From an optimization exercise on the open Yosys and OpenROAD flow, aimed at small area; shortcuts taken in it are not production practice.
The RTL was checked by simulation tests, not by an equivalence proof against the original design.
Power is estimated from default activity; no workload was simulated.

## lock_top
module lock_top (
  input  logic                 clk,
  input  logic                 rst,
  input  logic                 door_open,
  input  logic                 inside_button,
  input  logic [79:0] entry,
  input  logic                 entry_valid,
  input  logic                 code_wr,
  input  logic [1:0]         code_sel,
  input  logic [15:0]        code_value,
  output logic                 bolt,
  output logic                 beep,
  output logic                 keypad_en,
  output logic [2:0]         fail_count
);
Size in the first run: ~110 I/O pins, about 11000 sq um of cells after synthesis.
export LEC_CHECK = 0
export CAP_MARGIN = 20
export CELL_PAD_IN_SITES_DETAIL_PLACEMENT = 1
export CELL_PAD_IN_SITES_GLOBAL_PLACEMENT = 1
export CORE_MARGIN = 2
export CORE_UTILIZATION = 28
export CTS_BUF_LIST = sky130_fd_sc_hd__clkbuf_4
export GPL_TIMING_DRIVEN = 0
export PLACE_DENSITY = 0.4
export SLEW_MARGIN = 20
export SYNTH_HIERARCHICAL = 1
create_clock -name core_clock -period 10.0 [get_ports {clk}]
standard.sh (not shown) runs the stock make flow with config.mk's settings and CLKGATE_MAP_FILE= SYNTH_SCRIPT=/design/flow/synth_recipe.tcl, a recipe that flattens the netlist after the stock synthesis.
==> flow/flow/run.sh <==
#!/bin/bash
# Standard ORFS layout with these changes:
#  - the port buffers start at the smallest buffer, for repair_design to
#    size up only where a load needs it;
#  - after the standard synthesis, flow/size_drivers.py re-sizes cells
#    (drive strength only): the inverters driving the compare array's
#    wide-fanout nets go to size 2, other combinational cells to size 1;
#  - the buffers synthesis left are removed at floorplan;
#  - clock tree synthesis as ORFS runs it, with clkbuf_4 buffers and
#    without dummy loads.
set -euo pipefail
KNOBS=(BUFFER_PORTS_ARGS="-buffer_cell sky130_fd_sc_hd__buf_1" REMOVE_ABC_BUFFERS=1
       CTS_ARGS="-sink_clustering_enable -repair_clock_nets -buf_list sky130_fd_sc_hd__clkbuf_4 -dont_use_dummy_load")
bash standard.sh "${KNOBS[@]}" synth > orfs_synth.log 2>&1
NET=orfs/results/sky130hd/lock_top/base/1_2_yosys.v
python3 flow/size_drivers.py "$NET" "$FLOW_HOME/platforms/sky130hd/lib/sky130_fd_sc_hd__tt_025C_1v80.lib" > size_drivers.log 2>&1
bash standard.sh "${KNOBS[@]}" finish > orfs_finish.log 2>&1
Other scripts of this flow, unchanged in this note and not shown: flow/flow/size_drivers.py
Then changed:
--- a/flow/flow/run.sh
+++ b/flow/flow/run.sh
@@ -7,6 +7,5 @@
 #    wide-fanout nets go to size 2, other combinational cells to size 1;
 #  - the buffers synthesis left are removed at floorplan;
-#  - clock tree synthesis as ORFS runs it, with clkbuf_4 buffers and
-#    without dummy loads.
+#  - clock tree synthesis as ORFS runs it, but without dummy loads.
 set -euo pipefail
 KNOBS=(BUFFER_PORTS_ARGS="-buffer_cell sky130_fd_sc_hd__buf_1" REMOVE_ABC_BUFFERS=1
CTS_BUF_LIST = sky130_fd_sc_hd__clkbuf_8   (was sky130_fd_sc_hd__clkbuf_4)
After rerunning:
- The changed run went through all stages and came out clean
- cell area stays the same
- setup slack does not change
- total power is unchanged
- count of clock-buffer cells in the layout is unchanged
- fmax is unchanged
- via count does not change
Then changed:
--- a/flow/flow/run.sh
+++ b/flow/flow/run.sh
@@ -10,5 +10,5 @@
 set -euo pipefail
 KNOBS=(BUFFER_PORTS_ARGS="-buffer_cell sky130_fd_sc_hd__buf_1" REMOVE_ABC_BUFFERS=1
-       CTS_ARGS="-sink_clustering_enable -repair_clock_nets -buf_list sky130_fd_sc_hd__clkbuf_4 -dont_use_dummy_load")
+       CTS_ARGS="-sink_clustering_enable -repair_clock_nets -buf_list sky130_fd_sc_hd__clkbuf_8 -dont_use_dummy_load")
 bash standard.sh "${KNOBS[@]}" synth > orfs_synth.log 2>&1
 NET=orfs/results/sky130hd/lock_top/base/1_2_yosys.v
Final cell count barely changes.
Register-to-register slack is worse by 0.02 ns.
Hold slack is worse by 0.0075 ns.
Clock power rises by 29%.
Then changed:
--- a/flow/flow/run.sh
+++ b/flow/flow/run.sh
@@ -7,8 +7,9 @@
 #    wide-fanout nets go to size 2, other combinational cells to size 1;
 #  - the buffers synthesis left are removed at floorplan;
-#  - clock tree synthesis as ORFS runs it, but without dummy loads.
+#  - clock tree synthesis as ORFS runs it, with clkbuf_4 buffers and
+#    without dummy loads.
 set -euo pipefail
 KNOBS=(BUFFER_PORTS_ARGS="-buffer_cell sky130_fd_sc_hd__buf_1" REMOVE_ABC_BUFFERS=1
-       CTS_ARGS="-sink_clustering_enable -repair_clock_nets -buf_list sky130_fd_sc_hd__clkbuf_8 -dont_use_dummy_load")
+       CTS_ARGS="-sink_clustering_enable -repair_clock_nets -root_buf sky130_fd_sc_hd__clkbuf_8 -buf_list sky130_fd_sc_hd__clkbuf_4 -dont_use_dummy_load")
 bash standard.sh "${KNOBS[@]}" synth > orfs_synth.log 2>&1
 NET=orfs/results/sky130hd/lock_top/base/1_2_yosys.v
CTS_BUF_LIST = sky130_fd_sc_hd__clkbuf_4   (was sky130_fd_sc_hd__clkbuf_8)
What happened: Combinational power is about the same. Via count came out higher by 0.75%. Total power came out lower by 3.0%. Routed wire length hardly moves.


Setup of v16:
Another version of the RTL of lock_top (not shown whole).
For scale: roughly 82 flip-flops, ~110 I/O pins, roughly 13000 um2 of cells after synthesis.
==> flow/config.mk <==
export PLATFORM = sky130hd
export DESIGN_NAME = lock_top
export DESIGN_NICKNAME = lock_top
export VERILOG_FILES = /design/flow/design.v
export SDC_FILE = /design/flow/constraint.sdc
export NUM_CORES = 4
export LEC_CHECK = 0
export CAP_MARGIN = 20
export CELL_PAD_IN_SITES_DETAIL_PLACEMENT = 1
export CELL_PAD_IN_SITES_GLOBAL_PLACEMENT = 1
export CORE_MARGIN = 2
export CORE_UTILIZATION = 28
export CTS_BUF_LIST = sky130_fd_sc_hd__clkbuf_8
export GPL_TIMING_DRIVEN = 0
export PLACE_DENSITY = 0.4
export SLEW_MARGIN = 20
export SYNTH_HIERARCHICAL = 1
==> flow/constraint.sdc <==
create_clock -name core_clock -period 10.0 [get_ports {clk}]
set_input_delay 2.0000 -clock core_clock [delete_from_list [all_inputs] [get_ports {clk}]]
set_output_delay 2.0000 -clock core_clock [all_outputs]
set_load 0.01 [all_outputs]
==> flow/flow/run.sh <==
#!/bin/bash
# Standard ORFS layout with these changes:
#  - the port buffers are buf_2 for the entry bits (they drive the compare
#    array directly) and buf_1 for the other ports (flow/port_buffers.tcl,
#    after global placement); repair_design sizes up where a load needs it;
#  - after the standard synthesis, flow/size_drivers.py re-sizes cells
#    (drive strength only): the inverters driving the compare array's
#    wide-fanout nets go to size 2, other combinational cells to size 1;
#  - the buffers synthesis left are removed at floorplan;
#  - clock tree synthesis as ORFS runs it, but without dummy loads.
set -euo pipefail
KNOBS=(BUFFER_PORTS_ARGS="-buffer_cell sky130_fd_sc_hd__buf_2" REMOVE_ABC_BUFFERS=1
       POST_GLOBAL_PLACE_TCL="$PWD/flow/port_buffers.tcl"
       CTS_ARGS="-sink_clustering_enable -repair_clock_nets -buf_list sky130_fd_sc_hd__clkbuf_8 -dont_use_dummy_load")
bash standard.sh "${KNOBS[@]}" synth > orfs_synth.log 2>&1
NET=orfs/results/sky130hd/lock_top/base/1_2_yosys.v
python3 flow/size_drivers.py "$NET" "$FLOW_HOME/platforms/sky130hd/lib/sky130_fd_sc_hd__tt_025C_1v80.lib" > size_drivers.log 2>&1
bash standard.sh "${KNOBS[@]}" finish > orfs_finish.log 2>&1
==> flow/flow/port_buffers.tcl <==
# After global placement: the port buffers came in as buf_2. Only the entry
# bits' buffers drive the compare array; every other port buffer goes back
# to buf_1. repair_design (the next step) sizes up any that need it.
set block [ord::get_db_block]
set small [get_lib_cell sky130_fd_sc_hd__buf_1]
set n 0
foreach inst [$block getInsts] {
  set name [$inst getName]
  if {![string match "input*" $name] && ![string match "output*" $name]} { continue }
  if {[[$inst getMaster] getName] ne "sky130_fd_sc_hd__buf_2"} { continue }
  set ports {}
  foreach it [$inst getITerms] {
    set net [$it getNet]
    if {$net eq "NULL"} { continue }
    foreach bt [$net getBTerms] { lappend ports [$bt getName] }
  }
  if {[llength $ports] != 1} { continue }
  if {[string match "entry*" [lindex $ports 0]]} { continue }
  replace_cell [get_cells $name] $small
  incr n
}
puts "port buffers back to buf_1: $n"
Other scripts of this flow, unchanged in this note and not shown: flow/flow/size_drivers.py
Both conditions hold for v16: the flow ran to the end and the final layout passed the timing, DRC and antenna checks.
### v16 -> v49
Settings: setting CTS_CLUSTER_DIAMETER to 150 for the first time; setting CTS_CLUSTER_SIZE to 30 for the first time.
==> flow/flow/run.sh <==
#!/bin/bash
# Standard ORFS layout with these changes:
#  - the port buffers are buf_2 (the entry bits' port buffers drive the
#    compare array directly); repair_design sizes up where a load needs it;
#  - after the standard synthesis, flow/size_drivers.py re-sizes cells
#    (drive strength only): the inverters driving the compare array's
#    wide-fanout nets go to size 2, other combinational cells to size 1;
#  - the buffers synthesis left are removed at floorplan.
set -euo pipefail
KNOBS=(BUFFER_PORTS_ARGS="-buffer_cell sky130_fd_sc_hd__buf_2" REMOVE_ABC_BUFFERS=1)
bash standard.sh "${KNOBS[@]}" synth > orfs_synth.log 2>&1
NET=orfs/results/sky130hd/lock_top/base/1_2_yosys.v
python3 flow/size_drivers.py "$NET" "$FLOW_HOME/platforms/sky130hd/lib/sky130_fd_sc_hd__tt_025C_1v80.lib" > size_drivers.log 2>&1
bash standard.sh "${KNOBS[@]}" finish > orfs_finish.log 2>&1
removed: flow/flow/port_buffers.tcl
Compared to v16, v49 has setup slack of the critical path after layout 0.047 ns higher.
v49 — multi-input gate share of total cell area 0.53 points lower, v16 as reference
Looking at v16 and v49, the routed wire length is a wash.
Compared v49 against v16; final antenna diode count within noise.
Inputs modified between v49 and v23:
Settings: clearing CTS_CLUSTER_SIZE, which used to be 30; clearing CTS_CLUSTER_DIAMETER, which used to be 150.
Notes after the runs:
Number of violations reported at the end of detailed-routing iteration 0: v49 vs v23 — no meaningful difference
v23 -> v49: via count delta 0, exact match
Going from v49 to v23, net switching component of the power level; post-route worst hold slack now sits at about the same level; total die area roughly the same; share of synthesized registers carrying an async set or reset shows no meaningful change.
~same simple logic cell fraction of the synthesized area in v23 and v49
From v49 to v23, remaining routing DRC violations did not move at all.
Sequential cell count of v23 is on par with v49.
Wire length came out exactly the same in v23 and v49.
From v49 to v23, utilization did not move at all.

==> static timing again, ports no longer ideal <==
In the flow no input, the clock included, has a driving cell. The finished layouts below were timed again as built, in two steps.
Step 1: set_driving_cell puts a clkbuf_16 on clk and a buf_2 on each other input, an assumption about the parent block.
Step 2 moves the port delays by t, midway between the first and last clock arrival at a register: inputs arrive t later, outputs are due t later. That takes back most of the time a late clock gives input paths.
Three values: ideal ports, drivers, drivers and shift; two values: the first two.
run | t (ns) | slack for setup (ns) | hold slack, ns
the first run of note 1 | 0.689 | 3.450 / 3.477 / 2.789 | 0.475 / 0.475 / 0.475
the second run of note 1 | 0.689 | 3.450 / 3.477 / 2.789 | 0.475 / 0.475 / 0.475
the third run of note 1 | 0.544 | 3.281 / 3.311 / 2.767 | 0.468 / 0.468 / 0.468
the fourth run of note 1 | 0.532 | 3.302 / 3.334 / 2.801 | 0.475 / 0.475 / 0.475
v16 | 0.394 | 3.470 / 3.485 / 3.090 | 0.490 / 0.490 / 0.490
v49 | 0.400 | 3.518 / 3.536 / 3.136 | 0.487 / 0.487 / 0.487
v23 | 0.400 | 3.518 / 3.536 / 3.136 | 0.487 / 0.487 / 0.487
After both steps setup and hold are still met in every run listed.
